Context: an optimization exercise on an open-source flow, tuned for small area and few clock cycles. The choices shown serve that exercise and are no tape-out recipe. Function was checked by simulation only, so behaviour that the tests miss may differ from the original.

==> flow/design.v <==
package ycbcr_pkg;
    typedef union packed {
        logic [(8 * 8)-1:0]                 raw;
        logic [0:8-1][8-1:0]  lanes;
    } pixelWord_u;
endpackage
module ycc_stA (
    input  logic [7:0] r,
    input  logic [7:0] g,
    input  logic [7:0] b,
    output logic [8:0] d,
    output logic [8:0] e
);
    wire a1;
    wire a2;
    assign a1 = ~(r[0] ^ ~g[0]);
    assign a2 = r[0] | ~g[0];
    wire a3;
    wire a4;
    assign a3 = r[1] ^ ~g[1] ^ a2;
    assign a4 = (r[1] & ~g[1]) | (r[1] & a2) | (~g[1] & a2);
    wire a5;
    wire a6;
    assign a5 = r[2] ^ ~g[2] ^ a4;
    assign a6 = (r[2] & ~g[2]) | (r[2] & a4) | (~g[2] & a4);
    wire a7;
    wire a8;
    assign a7 = r[3] ^ ~g[3] ^ a6;
    assign a8 = (r[3] & ~g[3]) | (r[3] & a6) | (~g[3] & a6);
    wire a9;
    wire a10;
    assign a9 = r[4] ^ ~g[4] ^ a8;
    assign a10 = (r[4] & ~g[4]) | (r[4] & a8) | (~g[4] & a8);
    wire a11;
    wire a12;
    assign a11 = r[5] ^ ~g[5] ^ a10;
    assign a12 = (r[5] & ~g[5]) | (r[5] & a10) | (~g[5] & a10);
    wire a13;
    wire a14;
    assign a13 = r[6] ^ ~g[6] ^ a12;
    assign a14 = (r[6] & ~g[6]) | (r[6] & a12) | (~g[6] & a12);
    wire a15;
    wire a16;
    assign a15 = r[7] ^ ~g[7] ^ a14;
    assign a16 = (r[7] & ~g[7]) | (r[7] & a14) | (~g[7] & a14);
    wire a17;
    wire a18;
    assign a17 = ~a16;
    assign a18 = a16;
    wire a19;
    wire a20;
    assign a19 = ~(g[0] ^ ~b[0]);
    assign a20 = g[0] | ~b[0];
    wire a21;
    wire a22;
    assign a21 = g[1] ^ ~b[1] ^ a20;
    assign a22 = (g[1] & ~b[1]) | (g[1] & a20) | (~b[1] & a20);
    wire a23;
    wire a24;
    assign a23 = g[2] ^ ~b[2] ^ a22;
    assign a24 = (g[2] & ~b[2]) | (g[2] & a22) | (~b[2] & a22);
    wire a25;
    wire a26;
    assign a25 = g[3] ^ ~b[3] ^ a24;
    assign a26 = (g[3] & ~b[3]) | (g[3] & a24) | (~b[3] & a24);
    wire a27;
    wire a28;
    assign a27 = g[4] ^ ~b[4] ^ a26;
    assign a28 = (g[4] & ~b[4]) | (g[4] & a26) | (~b[4] & a26);
    wire a29;
    wire a30;
    assign a29 = g[5] ^ ~b[5] ^ a28;
    assign a30 = (g[5] & ~b[5]) | (g[5] & a28) | (~b[5] & a28);
    wire a31;
    wire a32;
    assign a31 = g[6] ^ ~b[6] ^ a30;
    assign a32 = (g[6] & ~b[6]) | (g[6] & a30) | (~b[6] & a30);
    wire a33;
    wire a34;
    assign a33 = g[7] ^ ~b[7] ^ a32;
    assign a34 = (g[7] & ~b[7]) | (g[7] & a32) | (~b[7] & a32);
    wire a35;
    wire a36;
    assign a35 = ~a34;
    assign a36 = a34;
    assign d[0] = a1;
    assign d[1] = a3;
    assign d[2] = a5;
    assign d[3] = a7;
    assign d[4] = a9;
    assign d[5] = a11;
    assign d[6] = a13;
    assign d[7] = a15;
    assign d[8] = a17;
    assign e[0] = a19;
    assign e[1] = a21;
    assign e[2] = a23;
    assign e[3] = a25;
    assign e[4] = a27;
    assign e[5] = a29;
    assign e[6] = a31;
    assign e[7] = a33;
    assign e[8] = a35;
endmodule
module ycc_stB (
    input  logic [8:0] d,
    input  logic [8:0] e,
    input  logic [7:0] g,
    output logic [7:0] y,
    output logic [8:0] cb,
    output logic [8:0] cr
);
    wire b1;
    wire b2;
    assign b1 = ~(d[0] ^ ~e[0]);
    assign b2 = d[0] | ~e[0];
    wire b3;
    wire b4;
    assign b3 = d[1] ^ ~e[1] ^ b2;
    assign b4 = (d[1] & ~e[1]) | (d[1] & b2) | (~e[1] & b2);
    wire b5;
    wire b6;
    assign b5 = ~d[0] ^ d[2] ^ e[0];
    assign b6 = (~d[0] & d[2]) | (~d[0] & e[0]) | (d[2] & e[0]);
    wire b7;
    wire b8;
    assign b7 = ~e[2] ^ b5 ^ b4;
    assign b8 = (~e[2] & b5) | (~e[2] & b4) | (b5 & b4);
    wire b9;
    wire b10;
    assign b9 = ~d[1] ^ d[3] ^ e[1];
    assign b10 = (~d[1] & d[3]) | (~d[1] & e[1]) | (d[3] & e[1]);
    wire b11;
    wire b12;
    assign b11 = ~e[3] ^ b6 ^ b9;
    assign b12 = (~e[3] & b6) | (~e[3] & b9) | (b6 & b9);
    wire b13;
    wire b14;
    assign b13 = d[0] ^ ~d[2] ^ d[4];
    assign b14 = (d[0] & ~d[2]) | (d[0] & d[4]) | (~d[2] & d[4]);
    wire b15;
    wire b16;
    assign b15 = e[2] ^ ~e[4] ^ b10;
    assign b16 = (e[2] & ~e[4]) | (e[2] & b10) | (~e[4] & b10);
    wire b17;
    wire b18;
    assign b17 = b13 ^ b12 ^ b15;
    assign b18 = (b13 & b12) | (b13 & b15) | (b12 & b15);
    wire b19;
    wire b20;
    assign b19 = d[1] ^ ~d[3] ^ d[5];
    assign b20 = (d[1] & ~d[3]) | (d[1] & d[5]) | (~d[3] & d[5]);
    wire b21;
    wire b22;
    assign b21 = ~e[0] ^ e[3] ^ ~e[5];
    assign b22 = (~e[0] & e[3]) | (~e[0] & ~e[5]) | (e[3] & ~e[5]);
    wire b23;
    wire b24;
    assign b23 = b14 ^ b19 ^ b21;
    assign b24 = (b14 & b19) | (b14 & b21) | (b19 & b21);
    wire b25;
    wire b26;
    assign b25 = b16 ^ b23 ^ b18;
    assign b26 = (b16 & b23) | (b16 & b18) | (b23 & b18);
    wire b27;
    wire b28;
    assign b27 = d[0] ^ d[2] ^ ~d[4];
    assign b28 = (d[0] & d[2]) | (d[0] & ~d[4]) | (d[2] & ~d[4]);
    wire b29;
    wire b30;
    assign b29 = d[6] ^ ~e[1] ^ e[4];
    assign b30 = (d[6] & ~e[1]) | (d[6] & e[4]) | (~e[1] & e[4]);
    wire b31;
    wire b32;
    assign b31 = ~e[6] ^ b20 ^ b22;
    assign b32 = (~e[6] & b20) | (~e[6] & b22) | (b20 & b22);
    wire b33;
    wire b34;
    assign b33 = b27 ^ b29 ^ b24;
    assign b34 = (b27 & b29) | (b27 & b24) | (b29 & b24);
    wire b35;
    wire b36;
    assign b35 = b31 ^ b33 ^ b26;
    assign b36 = (b31 & b33) | (b31 & b26) | (b33 & b26);
    wire b37;
    wire b38;
    assign b37 = d[1] ^ d[3] ^ ~d[5];
    assign b38 = (d[1] & d[3]) | (d[1] & ~d[5]) | (d[3] & ~d[5]);
    wire b39;
    wire b40;
    assign b39 = d[7] ^ ~e[2] ^ e[5];
    assign b40 = (d[7] & ~e[2]) | (d[7] & e[5]) | (~e[2] & e[5]);
    wire b41;
    wire b42;
    assign b41 = ~e[7] ^ b28 ^ b30;
    assign b42 = (~e[7] & b28) | (~e[7] & b30) | (b28 & b30);
    wire b43;
    wire b44;
    assign b43 = b37 ^ b39 ^ b32;
    assign b44 = (b37 & b39) | (b37 & b32) | (b39 & b32);
    wire b45;
    wire b46;
    assign b45 = b41 ^ b34 ^ b43;
    assign b46 = (b41 & b34) | (b41 & b43) | (b34 & b43);
    wire b47;
    wire b48;
    assign b47 = ~(b45 ^ b36);
    assign b48 = b45 | b36;
    wire b49;
    wire b50;
    assign b49 = g[0] ^ d[2] ^ d[4];
    assign b50 = (g[0] & d[2]) | (g[0] & d[4]) | (d[2] & d[4]);
    wire b51;
    wire b52;
    assign b51 = ~d[6] ^ ~d[8] ^ ~e[3];
    assign b52 = (~d[6] & ~d[8]) | (~d[6] & ~e[3]) | (~d[8] & ~e[3]);
    wire b53;
    wire b54;
    assign b53 = e[6] ^ e[8] ^ b38;
    assign b54 = (e[6] & e[8]) | (e[6] & b38) | (e[8] & b38);
    wire b55;
    wire b56;
    assign b55 = b40 ^ b49 ^ b51;
    assign b56 = (b40 & b49) | (b40 & b51) | (b49 & b51);
    wire b57;
    wire b58;
    assign b57 = b42 ^ b53 ^ b55;
    assign b58 = (b42 & b53) | (b42 & b55) | (b53 & b55);
    wire b59;
    wire b60;
    assign b59 = b44 ^ b57 ^ b46;
    assign b60 = (b44 & b57) | (b44 & b46) | (b57 & b46);
    wire b61;
    wire b62;
    assign b61 = g[1] ^ d[3] ^ d[5];
    assign b62 = (g[1] & d[3]) | (g[1] & d[5]) | (d[3] & d[5]);
    wire b63;
    wire b64;
    assign b63 = ~d[7] ^ ~e[4] ^ e[7];
    assign b64 = (~d[7] & ~e[4]) | (~d[7] & e[7]) | (~e[4] & e[7]);
    wire b65;
    wire b66;
    assign b65 = b50 ^ b52 ^ b61;
    assign b66 = (b50 & b52) | (b50 & b61) | (b52 & b61);
    wire b67;
    wire b68;
    assign b67 = b63 ^ b54 ^ b56;
    assign b68 = (b63 & b54) | (b63 & b56) | (b54 & b56);
    wire b69;
    wire b70;
    assign b69 = b65 ^ b58 ^ b67;
    assign b70 = (b65 & b58) | (b65 & b67) | (b58 & b67);
    wire b71;
    wire b72;
    assign b71 = ~(b69 ^ b60);
    assign b72 = b69 | b60;
    wire b73;
    wire b74;
    assign b73 = g[2] ^ d[4] ^ d[6];
    assign b74 = (g[2] & d[4]) | (g[2] & d[6]) | (d[4] & d[6]);
    wire b75;
    wire b76;
    assign b75 = d[8] ^ ~e[5] ^ ~e[8];
    assign b76 = (d[8] & ~e[5]) | (d[8] & ~e[8]) | (~e[5] & ~e[8]);
    wire b77;
    wire b78;
    assign b77 = b62 ^ b64 ^ b73;
    assign b78 = (b62 & b64) | (b62 & b73) | (b64 & b73);
    wire b79;
    wire b80;
    assign b79 = b75 ^ b66 ^ b77;
    assign b80 = (b75 & b66) | (b75 & b77) | (b66 & b77);
    wire b81;
    wire b82;
    assign b81 = b68 ^ b79 ^ b70;
    assign b82 = (b68 & b79) | (b68 & b70) | (b79 & b70);
    wire b83;
    wire b84;
    assign b83 = ~(b81 ^ b72);
    assign b84 = b81 | b72;
    wire b85;
    wire b86;
    assign b85 = g[3] ^ d[5] ^ d[7];
    assign b86 = (g[3] & d[5]) | (g[3] & d[7]) | (d[5] & d[7]);
    wire b87;
    wire b88;
    assign b87 = ~e[6] ^ b74 ^ b76;
    assign b88 = (~e[6] & b74) | (~e[6] & b76) | (b74 & b76);
    wire b89;
    wire b90;
    assign b89 = b85 ^ b78 ^ b87;
    assign b90 = (b85 & b78) | (b85 & b87) | (b78 & b87);
    wire b91;
    wire b92;
    assign b91 = b80 ^ b89 ^ b82;
    assign b92 = (b80 & b89) | (b80 & b82) | (b89 & b82);
    wire b93;
    wire b94;
    assign b93 = g[4] ^ d[6] ^ ~d[8];
    assign b94 = (g[4] & d[6]) | (g[4] & ~d[8]) | (d[6] & ~d[8]);
    wire b95;
    wire b96;
    assign b95 = ~e[7] ^ b86 ^ b93;
    assign b96 = (~e[7] & b86) | (~e[7] & b93) | (b86 & b93);
    wire b97;
    wire b98;
    assign b97 = b88 ^ b95 ^ b90;
    assign b98 = (b88 & b95) | (b88 & b90) | (b95 & b90);
    wire b99;
    wire b100;
    assign b99 = g[5] ^ d[7] ^ e[8];
    assign b100 = (g[5] & d[7]) | (g[5] & e[8]) | (d[7] & e[8]);
    wire b101;
    wire b102;
    assign b101 = b94 ^ b99 ^ b96;
    assign b102 = (b94 & b99) | (b94 & b96) | (b99 & b96);
    wire b103;
    wire b104;
    assign b103 = g[6] ^ ~d[8] ^ b100;
    assign b104 = (g[6] & ~d[8]) | (g[6] & b100) | (~d[8] & b100);
    wire b105;
    wire b106;
    assign b105 = ~(g[7] ^ b104);
    assign b106 = g[7] | b104;
    wire [15:0] b107 = {b105, b103, b101, b97, b91, b83, b71, b59, b47, b35, b25, b17, b11, b7, b3, b1};
    wire [15:0] b108 = {1'b0, b102, b98, b92, b84, 1'b0, 1'b0, b48, 1'b0, 1'b0, 1'b1, 1'b0, b8, 1'b1, 1'b0, 1'b0};
    wire [15:0] b109 = b107 + b108;
    wire b110;
    wire b111;
    assign b110 = ~~d[0];
    assign b111 = ~d[0];
    wire b112;
    wire b113;
    assign b112 = ~d[0] ^ ~d[1] ^ b111;
    assign b113 = (~d[0] & ~d[1]) | (~d[0] & b111) | (~d[1] & b111);
    wire b114;
    wire b115;
    assign b114 = ~b112;
    assign b115 = b112;
    wire b116;
    wire b117;
    assign b116 = ~d[1] ^ ~d[2] ^ b113;
    assign b117 = (~d[1] & ~d[2]) | (~d[1] & b113) | (~d[2] & b113);
    wire b118;
    wire b119;
    assign b118 = b115 ^ b116;
    assign b119 = b115 & b116;
    wire b120;
    wire b121;
    assign b120 = ~d[0] ^ ~d[2] ^ ~d[3];
    assign b121 = (~d[0] & ~d[2]) | (~d[0] & ~d[3]) | (~d[2] & ~d[3]);
    wire b122;
    wire b123;
    assign b122 = b120 ^ b117 ^ b119;
    assign b123 = (b120 & b117) | (b120 & b119) | (b117 & b119);
    wire b124;
    wire b125;
    assign b124 = ~b122;
    assign b125 = b122;
    wire b126;
    wire b127;
    assign b126 = ~d[1] ^ ~d[3] ^ ~d[4];
    assign b127 = (~d[1] & ~d[3]) | (~d[1] & ~d[4]) | (~d[3] & ~d[4]);
    wire b128;
    wire b129;
    assign b128 = b121 ^ b126 ^ b123;
    assign b129 = (b121 & b126) | (b121 & b123) | (b126 & b123);
    wire b130;
    wire b131;
    assign b130 = b125 ^ b128;
    assign b131 = b125 & b128;
    wire b132;
    wire b133;
    assign b132 = ~d[0] ^ ~d[2] ^ ~d[4];
    assign b133 = (~d[0] & ~d[2]) | (~d[0] & ~d[4]) | (~d[2] & ~d[4]);
    wire b134;
    wire b135;
    assign b134 = ~d[5] ^ b127 ^ b132;
    assign b135 = (~d[5] & b127) | (~d[5] & b132) | (b127 & b132);
    wire b136;
    wire b137;
    assign b136 = b134 ^ b129 ^ b131;
    assign b137 = (b134 & b129) | (b134 & b131) | (b129 & b131);
    wire b138;
    wire b139;
    assign b138 = ~b136;
    assign b139 = b136;
    wire b140;
    wire b141;
    assign b140 = ~d[1] ^ ~d[3] ^ ~d[5];
    assign b141 = (~d[1] & ~d[3]) | (~d[1] & ~d[5]) | (~d[3] & ~d[5]);
    wire b142;
    wire b143;
    assign b142 = ~d[6] ^ b133 ^ b140;
    assign b143 = (~d[6] & b133) | (~d[6] & b140) | (b133 & b140);
    wire b144;
    wire b145;
    assign b144 = b135 ^ b142 ^ b137;
    assign b145 = (b135 & b142) | (b135 & b137) | (b142 & b137);
    wire b146;
    wire b147;
    assign b146 = b139 ^ b144;
    assign b147 = b139 & b144;
    wire b148;
    wire b149;
    assign b148 = ~d[2] ^ ~d[4] ^ ~d[6];
    assign b149 = (~d[2] & ~d[4]) | (~d[2] & ~d[6]) | (~d[4] & ~d[6]);
    wire b150;
    wire b151;
    assign b150 = ~d[7] ^ ~e[0] ^ b141;
    assign b151 = (~d[7] & ~e[0]) | (~d[7] & b141) | (~e[0] & b141);
    wire b152;
    wire b153;
    assign b152 = b148 ^ b143 ^ b150;
    assign b153 = (b148 & b143) | (b148 & b150) | (b143 & b150);
    wire b154;
    wire b155;
    assign b154 = b152 ^ b145 ^ b147;
    assign b155 = (b152 & b145) | (b152 & b147) | (b145 & b147);
    wire b156;
    wire b157;
    assign b156 = ~d[3] ^ ~d[5] ^ ~d[7];
    assign b157 = (~d[3] & ~d[5]) | (~d[3] & ~d[7]) | (~d[5] & ~d[7]);
    wire b158;
    wire b159;
    assign b158 = d[8] ^ ~e[1] ^ b149;
    assign b159 = (d[8] & ~e[1]) | (d[8] & b149) | (~e[1] & b149);
    wire b160;
    wire b161;
    assign b160 = b156 ^ b151 ^ b158;
    assign b161 = (b156 & b151) | (b156 & b158) | (b151 & b158);
    wire b162;
    wire b163;
    assign b162 = b153 ^ b160 ^ b155;
    assign b163 = (b153 & b160) | (b153 & b155) | (b160 & b155);
    wire b164;
    wire b165;
    assign b164 = ~d[4] ^ ~d[6] ^ d[8];
    assign b165 = (~d[4] & ~d[6]) | (~d[4] & d[8]) | (~d[6] & d[8]);
    wire b166;
    wire b167;
    assign b166 = ~e[2] ^ b157 ^ b164;
    assign b167 = (~e[2] & b157) | (~e[2] & b164) | (b157 & b164);
    wire b168;
    wire b169;
    assign b168 = b159 ^ b166 ^ b161;
    assign b169 = (b159 & b166) | (b159 & b161) | (b166 & b161);
    wire b170;
    wire b171;
    assign b170 = ~(b168 ^ b163);
    assign b171 = b168 | b163;
    wire b172;
    wire b173;
    assign b172 = ~d[5] ^ ~d[7] ^ ~e[3];
    assign b173 = (~d[5] & ~d[7]) | (~d[5] & ~e[3]) | (~d[7] & ~e[3]);
    wire b174;
    wire b175;
    assign b174 = b165 ^ b172 ^ b167;
    assign b175 = (b165 & b172) | (b165 & b167) | (b172 & b167);
    wire b176;
    wire b177;
    assign b176 = b174 ^ b169 ^ b171;
    assign b177 = (b174 & b169) | (b174 & b171) | (b169 & b171);
    wire b178;
    wire b179;
    assign b178 = ~b176;
    assign b179 = b176;
    wire b180;
    wire b181;
    assign b180 = ~d[6] ^ d[8] ^ ~e[4];
    assign b181 = (~d[6] & d[8]) | (~d[6] & ~e[4]) | (d[8] & ~e[4]);
    wire b182;
    wire b183;
    assign b182 = b173 ^ b180 ^ b175;
    assign b183 = (b173 & b180) | (b173 & b175) | (b180 & b175);
    wire b184;
    wire b185;
    assign b184 = b182 ^ b177 ^ b179;
    assign b185 = (b182 & b177) | (b182 & b179) | (b177 & b179);
    wire b186;
    wire b187;
    assign b186 = ~d[7] ^ ~e[5] ^ b181;
    assign b187 = (~d[7] & ~e[5]) | (~d[7] & b181) | (~e[5] & b181);
    wire b188;
    wire b189;
    assign b188 = b186 ^ b183 ^ b185;
    assign b189 = (b186 & b183) | (b186 & b185) | (b183 & b185);
    wire b190;
    wire b191;
    assign b190 = ~b188;
    assign b191 = b188;
    wire b192;
    wire b193;
    assign b192 = d[8] ^ ~e[6] ^ b187;
    assign b193 = (d[8] & ~e[6]) | (d[8] & b187) | (~e[6] & b187);
    wire b194;
    wire b195;
    assign b194 = b192 ^ b189 ^ b191;
    assign b195 = (b192 & b189) | (b192 & b191) | (b189 & b191);
    wire b196;
    wire b197;
    assign b196 = ~e[7] ^ b193 ^ b195;
    assign b197 = (~e[7] & b193) | (~e[7] & b195) | (b193 & b195);
    wire b198;
    wire b199;
    assign b198 = ~b196;
    assign b199 = b196;
    wire b200;
    wire b201;
    assign b200 = e[8] ^ b197 ^ b199;
    assign b201 = (e[8] & b197) | (e[8] & b199) | (b197 & b199);
    wire b202;
    wire b203;
    assign b202 = ~b200;
    assign b203 = b200;
    wire b204;
    wire b205;
    assign b204 = ~(b201 ^ b203);
    assign b205 = b201 | b203;
    wire b206;
    wire b207;
    assign b206 = e[0] ^ e[2];
    assign b207 = e[0] & e[2];
    wire b208;
    wire b209;
    assign b208 = e[1] ^ e[3] ^ b207;
    assign b209 = (e[1] & e[3]) | (e[1] & b207) | (e[3] & b207);
    wire b210;
    wire b211;
    assign b210 = e[0] ^ e[2] ^ e[4];
    assign b211 = (e[0] & e[2]) | (e[0] & e[4]) | (e[2] & e[4]);
    wire b212;
    wire b213;
    assign b212 = b210 ^ b209;
    assign b213 = b210 & b209;
    wire b214;
    wire b215;
    assign b214 = e[1] ^ e[3] ^ e[5];
    assign b215 = (e[1] & e[3]) | (e[1] & e[5]) | (e[3] & e[5]);
    wire b216;
    wire b217;
    assign b216 = b211 ^ b214 ^ b213;
    assign b217 = (b211 & b214) | (b211 & b213) | (b214 & b213);
    wire b218;
    wire b219;
    assign b218 = e[2] ^ e[4] ^ e[6];
    assign b219 = (e[2] & e[4]) | (e[2] & e[6]) | (e[4] & e[6]);
    wire b220;
    wire b221;
    assign b220 = b215 ^ b218 ^ b217;
    assign b221 = (b215 & b218) | (b215 & b217) | (b218 & b217);
    wire b222;
    wire b223;
    assign b222 = d[0] ^ e[3] ^ e[5];
    assign b223 = (d[0] & e[3]) | (d[0] & e[5]) | (e[3] & e[5]);
    wire b224;
    wire b225;
    assign b224 = e[7] ^ b219 ^ b222;
    assign b225 = (e[7] & b219) | (e[7] & b222) | (b219 & b222);
    wire b226;
    wire b227;
    assign b226 = ~(b224 ^ b221);
    assign b227 = b224 | b221;
    wire b228;
    wire b229;
    assign b228 = d[1] ^ e[4] ^ e[6];
    assign b229 = (d[1] & e[4]) | (d[1] & e[6]) | (e[4] & e[6]);
    wire b230;
    wire b231;
    assign b230 = ~e[8] ^ b223 ^ b228;
    assign b231 = (~e[8] & b223) | (~e[8] & b228) | (b223 & b228);
    wire b232;
    wire b233;
    assign b232 = b225 ^ b230 ^ b227;
    assign b233 = (b225 & b230) | (b225 & b227) | (b230 & b227);
    wire b234;
    wire b235;
    assign b234 = ~b232;
    assign b235 = b232;
    wire b236;
    wire b237;
    assign b236 = d[2] ^ e[5] ^ e[7];
    assign b237 = (d[2] & e[5]) | (d[2] & e[7]) | (e[5] & e[7]);
    wire b238;
    wire b239;
    assign b238 = b229 ^ b236 ^ b231;
    assign b239 = (b229 & b236) | (b229 & b231) | (b236 & b231);
    wire b240;
    wire b241;
    assign b240 = b238 ^ b233 ^ b235;
    assign b241 = (b238 & b233) | (b238 & b235) | (b233 & b235);
    wire b242;
    wire b243;
    assign b242 = ~b240;
    assign b243 = b240;
    wire b244;
    wire b245;
    assign b244 = d[3] ^ e[6] ^ ~e[8];
    assign b245 = (d[3] & e[6]) | (d[3] & ~e[8]) | (e[6] & ~e[8]);
    wire b246;
    wire b247;
    assign b246 = b237 ^ b244 ^ b239;
    assign b247 = (b237 & b244) | (b237 & b239) | (b244 & b239);
    wire b248;
    wire b249;
    assign b248 = b246 ^ b241 ^ b243;
    assign b249 = (b246 & b241) | (b246 & b243) | (b241 & b243);
    wire b250;
    wire b251;
    assign b250 = d[4] ^ e[7] ^ b245;
    assign b251 = (d[4] & e[7]) | (d[4] & b245) | (e[7] & b245);
    wire b252;
    wire b253;
    assign b252 = b250 ^ b247 ^ b249;
    assign b253 = (b250 & b247) | (b250 & b249) | (b247 & b249);
    wire b254;
    wire b255;
    assign b254 = ~b252;
    assign b255 = b252;
    wire b256;
    wire b257;
    assign b256 = d[5] ^ ~e[8] ^ b251;
    assign b257 = (d[5] & ~e[8]) | (d[5] & b251) | (~e[8] & b251);
    wire b258;
    wire b259;
    assign b258 = b256 ^ b253 ^ b255;
    assign b259 = (b256 & b253) | (b256 & b255) | (b253 & b255);
    wire b260;
    wire b261;
    assign b260 = d[6] ^ b257 ^ b259;
    assign b261 = (d[6] & b257) | (d[6] & b259) | (b257 & b259);
    wire b262;
    wire b263;
    assign b262 = ~b260;
    assign b263 = b260;
    wire b264;
    wire b265;
    assign b264 = d[7] ^ b261 ^ b263;
    assign b265 = (d[7] & b261) | (d[7] & b263) | (b261 & b263);
    wire b266;
    wire b267;
    assign b266 = ~b264;
    assign b267 = b264;
    wire b268;
    wire b269;
    assign b268 = ~d[8] ^ b265 ^ b267;
    assign b269 = (~d[8] & b265) | (~d[8] & b267) | (b265 & b267);
    wire b270;
    wire b271;
    assign b270 = ~b268;
    assign b271 = b268;
    wire b272;
    wire b273;
    assign b272 = ~(b269 ^ b271);
    assign b273 = b269 | b271;
    assign y[0] = b109[8];
    assign y[1] = b109[9];
    assign y[2] = b109[10];
    assign y[3] = b109[11];
    assign y[4] = b109[12];
    assign y[5] = b109[13];
    assign y[6] = b109[14];
    assign y[7] = b109[15];
    assign cb[0] = b162;
    assign cb[1] = b170;
    assign cb[2] = b178;
    assign cb[3] = b184;
    assign cb[4] = b190;
    assign cb[5] = b194;
    assign cb[6] = b198;
    assign cb[7] = b202;
    assign cb[8] = b204;
    assign cr[0] = b234;
    assign cr[1] = b242;
    assign cr[2] = b248;
    assign cr[3] = b254;
    assign cr[4] = b258;
    assign cr[5] = b262;
    assign cr[6] = b266;
    assign cr[7] = b270;
    assign cr[8] = b272;
endmodule
module ycbcrBlockTop (
    input  logic        clk,
    input  logic        rst_n,
    input  logic        enable,
    input  logic [63:0] rdData,
    output logic [10:0] rdAddr,
    output logic [10:0] wrAddr,
    output logic [63:0] wrData,
    output logic        wen,
    output logic        valid
);
    localparam logic [5:0] LastT = 6'd52;
    logic [5:0] t;
    logic [1:0] ph;      
    wire idle  = (t == 6'd0) | (t == LastT);
    wire start = enable & idle;
    always_ff @(posedge clk) begin
        if (!rst_n) begin
            t  <= 6'd0;
            ph <= 2'd0;
        end else if (start) begin
            t  <= 6'd1;
            ph <= 2'd1;
        end else if (idle) begin
            t  <= 6'd0;
            ph <= 2'd0;
        end else begin
            t  <= t + 6'd1;
            ph <= (ph == 2'd2) ? 2'd0 : ph + 2'd1;
        end
    end
    assign rdAddr = {5'd0, (t[5] & t[4]) ? 6'd0 : t};
    assign wrAddr = {5'd0, t - 6'd5};
    assign wen    = (t < 6'd5);
    assign valid  = (t == LastT);
    logic [63:0] s0, s1;
    logic [31:0] s2h;
    always_ff @(posedge clk) begin
        s0  <= rdData;
        s1  <= s0;
        s2h <= s1[31:0];
    end
    wire selLo = (ph == 2'd0);
    logic [31:0] yU, cbU, crU;
    for (genvar j = 0; j < 4; j++) begin : gU
        logic [7:0] r, g, b;
        logic [8:0] d, e, dP, eP, cb9, cr9;
        logic [7:0] gP, y;
        assign r = selLo ? s1[63 - 8 * j -: 8]     : s2h[31 - 8 * j -: 8];
        assign g = selLo ? s0[63 - 8 * j -: 8]     : s1[31 - 8 * j -: 8];
        assign b = selLo ? rdData[63 - 8 * j -: 8] : s0[31 - 8 * j -: 8];
        ycc_stA uA (.r(r), .g(g), .b(b), .d(d), .e(e));
        always_ff @(posedge clk) begin
            dP <= d;
            eP <= e;
            gP <= g;
        end
        ycc_stB uB (.d(dP), .e(eP), .g(gP), .y(y), .cb(cb9), .cr(cr9));
        assign yU[31 - 8 * j -: 8]  = y;
        assign cbU[31 - 8 * j -: 8] = cb9[7:0] | {8{cb9[8]}};
        assign crU[31 - 8 * j -: 8] = cr9[7:0] | {8{cr9[8]}};
    end
    logic [31:0] l1, l2, l3, h1, h2;
    always_ff @(posedge clk) begin
        if (ph == 2'd1) begin
            l1 <= yU;
            l2 <= cbU;
        end else begin
            l1 <= l2;
            l2 <= l3;
        end
        l3 <= crU;
        h1 <= (ph == 2'd2) ? cbU : h2;
        h2 <= crU;
    end
    assign wrData = {l1, (ph == 2'd2) ? yU : h1};
endmodule
==> flow/run.sh <==
#!/bin/bash
# synth_recipe.tcl (not shown) runs the flow's synth.tcl, then flattens the netlist and writes it again
# the make line also repeats each setting of config.mk as NAME=value (left out here)
make -C /OpenROAD-flow-scripts/flow DESIGN_CONFIG=/design/flow/config.mk WORK_HOME=/design/flow/orfs CLKGATE_MAP_FILE= SYNTH_SCRIPT=/design/flow/synth_recipe.tcl finish
==> flow/config.mk <==
export PLATFORM = sky130hd
export DESIGN_NAME = ycbcrBlockTop
export DESIGN_NICKNAME = ycbcrBlockTop
export VERILOG_FILES = /design/flow/design.v
export SDC_FILE = /design/flow/constraint.sdc
export NUM_CORES = 4
export LEC_CHECK = 0
export CAP_MARGIN = 20
export CORE_MARGIN = 2
export CORE_UTILIZATION = 40
export SLEW_MARGIN = 20
==> flow/constraint.sdc <==
create_clock -name core_clock -period 8.0 [get_ports {clk}]
set_input_delay 1.6000 -clock core_clock [delete_from_list [all_inputs] [get_ports {clk}]]
set_output_delay 1.6000 -clock core_clock [all_outputs]
set_load 0.01 [all_outputs]
==> flow_metrics.py <==
metrics = {
    "yosys": {
        "async_reset_ff_frac": 0,
        "seq_area_frac_synth": 0.325,
        "syn_area_per_cell_um2": 11.5,
        "synth_edf_count": 0,
        "syn_inst": 2146,
        "synth_top_area_frac": 0.374,
        "synthDistinctLibCells": 53,
        "yosysWarnings": 1,
        "synth_ff_type": "dfxtp_1",
        "synth_seq_cells": 400,
        "yosys.area.top_type": "fa_1",
        "syn_area_um2": 24600,
        "synth_area_leaders": "fa_1 37%, dfxtp_1 33%, inv_1 8.4%, ha_1 3.8%, mux2i_1 2.9%",
    },
    "sta": {
        "max_freq_mhz": 128,
        "slew_violations": 0,
        "tightest_slew_ns": 0.681,
        "whs_ns": 0.344,
        "skew_ns": 0.0193,
        "maxSlewHeadroom": 0.546,
        "fin_crit_ns": 7.79,
        "final_hold_viol_count": 0,
        "finalCritPeriodShare": 0.974,
        "fin_tns_setup_ns": 0,
        "finalSetupViolCount": 0,
    },
    "finish": {
        "final_nets": 2934,
        "antenna_cells": 0,
        "drive_gt1_frac": 0.0902,
        "final_cells": 3144,
        "final_cell_mix": "548 x inv_1, 460 x fa_1, 382 x dfxtp_1",
        "final_area_um2": 28700,
        "final_common_cell": "inv_1",
        "area_growth_syn_to_layout_pct": 16.5,
    },
    "status": {
        "status": "complete, no violations",
    },
    "cts": {
        "clk_pin_slew_ns": 0.06,
        "clk_path_buf_depth": 3,
        "cts_buffers": 43,
        "hold_buffers": 0,
        "clk_latency_ns": 0.56,
        "cts.sinks": 400,
        "cts_tree": "built",
        "cts_root_buffer": "clkbuf_16",
        "cts_max_level": 2,
    },
    "routing": {
        "met2_length_um": 24000,
        "post_drt_wl_per_cell_um": 15.5,
        "wirelength_um": 48700,
        "met3_length_um": 2110,
        "drc": 0,
        "wl_met1_um": 21500,
        "viasPerCell": 4.51,
        "drt-initial-drc-count": 572,
        "dr.pass1.iters": 4,
        "antenna_left": 0,
        "top_layer_used": "met4",
        "via_count": 14200,
    },
    "floorplan": {
        "dieArea_um2": 63500,
        "die_w_um": 252,
        "initial_utilization": 0.406,
        "core_area_um2": 60600,
        "die_height_um": 252,
        "boundaryPins": 155,
        "rows": 90,
    },
    "worst_setup_path": {
        "r2r_start": "gU[3].dP[0]",
        "critPathKind": "register to output port",
        "crit_path_max_fanout": 5,
        "cp.arrival_ns": 6.19,
        "required_ns": 6.40,
        "cp-start-kind": "register",
        "endpoint_kind": "output port",
        "cp-startpoint": "gU[3].dP[7]",
    },
    "placed_design": {
        "dpl-instance-area_um2": 27100,
        "port_buffers": 144,
        "dp_cells": 3058,
        "place_congestion": 0.884,
        "dp.final_hpwl_um": 39800,
    },
    "global_routing": {
        "grt_pass1_vias": 15900,
        "grt_overflow": 0,
        "grt_max_degree": 61,
        "grt_util_all_layers": 0.163,
        "antenna_found_initial": 0,
        "grt_first_pass_wirelength_um": 81100,
    },
    "hold_path": {
        "hp-start": "s0[12]",
        "hp-class": "register to register",
    },
    "job": {
        "maxCapViolCount": 0,
    },
}
[cell families after synthesis]
| kind of cell | synth area share |
|---|---|
| buf+inv | 0.0940 |
| simple gates | 0.0497 |
| xor+xnor | 0.0142 |
| flops | 0.325 |
| other cells | 0.000152 |
| mux | 0.0536 |
| compound gates | 0.0452 |
| fa+ha+maj | 0.418 |
[timing repair]
item	4_1_cts	5_1_grt
buffers inserted	1	11
resized for setup	9	24
endpoints found under the hold margin	0	0
pin swaps	0	2
setup endpoints to repair	8	70
[metal layers]
layer  vias to the layer above  track usage
met4                         0       0.0431
met1                      7165        0.212
met2                       231        0.277
met3                        69       0.0329
li1                       6712            -
met5                         -            0
[sequential cells by signal (all words and copies together), names as in the netlist, 36 cells and up]
name   count
gU.dP     36
s1        64
s0        64
gU.eP     36
[critical path, stage by stage (launching register included)]
cell	delay, ns
dfxtp_2	0.47
clkinvlp_4	0.22
fa_1	0.48
fa_1	0.55
inv_1	0.05
fa_1	0.38
fa_1	0.41
fa_1	0.39
fa_1	0.47
ha_1	0.33
inv_1	0.07
a2111oi_4	0.48
o21ai_2	0.16
nor2b_1	0.19
o311ai_2	0.34
clkdlybuf4s50_1	0.63
[path summary, 6_finish.rpt]
check	end	slack, ns	cells after the start
max	wrData[5]	0.21	15
min	s1[12]	0.34	0
min reg2reg	s1[12]	0.34	0
max reg2reg	h1[0]	0.46	30
[layout make-up]
cell class | instances | area, um^2
Sequential cell | 400 | 8040
Timing Repair Buffer | 183 | 1730
Inverter | 555 | 2100
Multi-Input combinational cell | 1150 | 14400
Clock inverter | 14 | 169
Fill cell | 5551 | 31900
Clock buffer | 60 | 1250
Tap cell | 782 | 978
[Yosys cell counts, types with 3 or more instances]
master,instances
and2_1,3
clkbuf_1,21
nor2_1,130
xnor2_1,25
a31oi_1,6
o311ai_1,4
nor3b_1,3
nor3_1,8
a2111oi_4,3
nand2_1,21
ha_1,74
inv_1,553
nor2b_1,30
o21a_1,10
buf_4,10
a21oi_1,100
nand2b_1,39
buf_2,5
maj3_1,15
xor2_1,15
o21ai_0,16
a31o_1,4
fa_1,460
buf_1,14
nand3_1,8
a41o_1,3
mux2_2,54
dfxtp_1,400
a21o_1,7
mux2i_1,71
o2111ai_1,3
[through the flow]
| stage | setup slack [ns] | utilization |
|---|---|---|
| 6_report | 0.211 | 0.474 |
| 5_1_grt | -0.0476 | 0.474 |
| 4_1_cts | -0.00657 | 0.471 |
| 3_5_place_dp | 0.226 | 0.447 |
| 3_3_place_gp | 0.447 | 0.447 |
| 2_1_floorplan | 0.811 | - |
Testbench counts, summed over its fixed seeds: cycles 3,336.

==> what the ideal ports hide <==
How much do the figures lean on ideal ports? The routed layout below was timed once more, with nothing changed but the port constraints. Step 1, drivers: a clkbuf_16 drives clk and a buf_2 each remaining input, both assumed. Step 2 also shifts input and output timing later by t, the mid clock arrival at the registers, as if the neighbouring blocks saw the same clock. Slacks: no drivers / after step 1 / after step 2; pairs: no drivers / after step 1.
t, ns: 0.611
setup slack, ns: 0.211 / 0.154 / 0.457
worst slew at a driven data input, ns: 0.06
cell pins on the clock port's net: 1
After both steps setup and hold are still met in this run. The setup slack of this run moves by -0.057 ns with the drivers and by +0.246 ns with both steps.
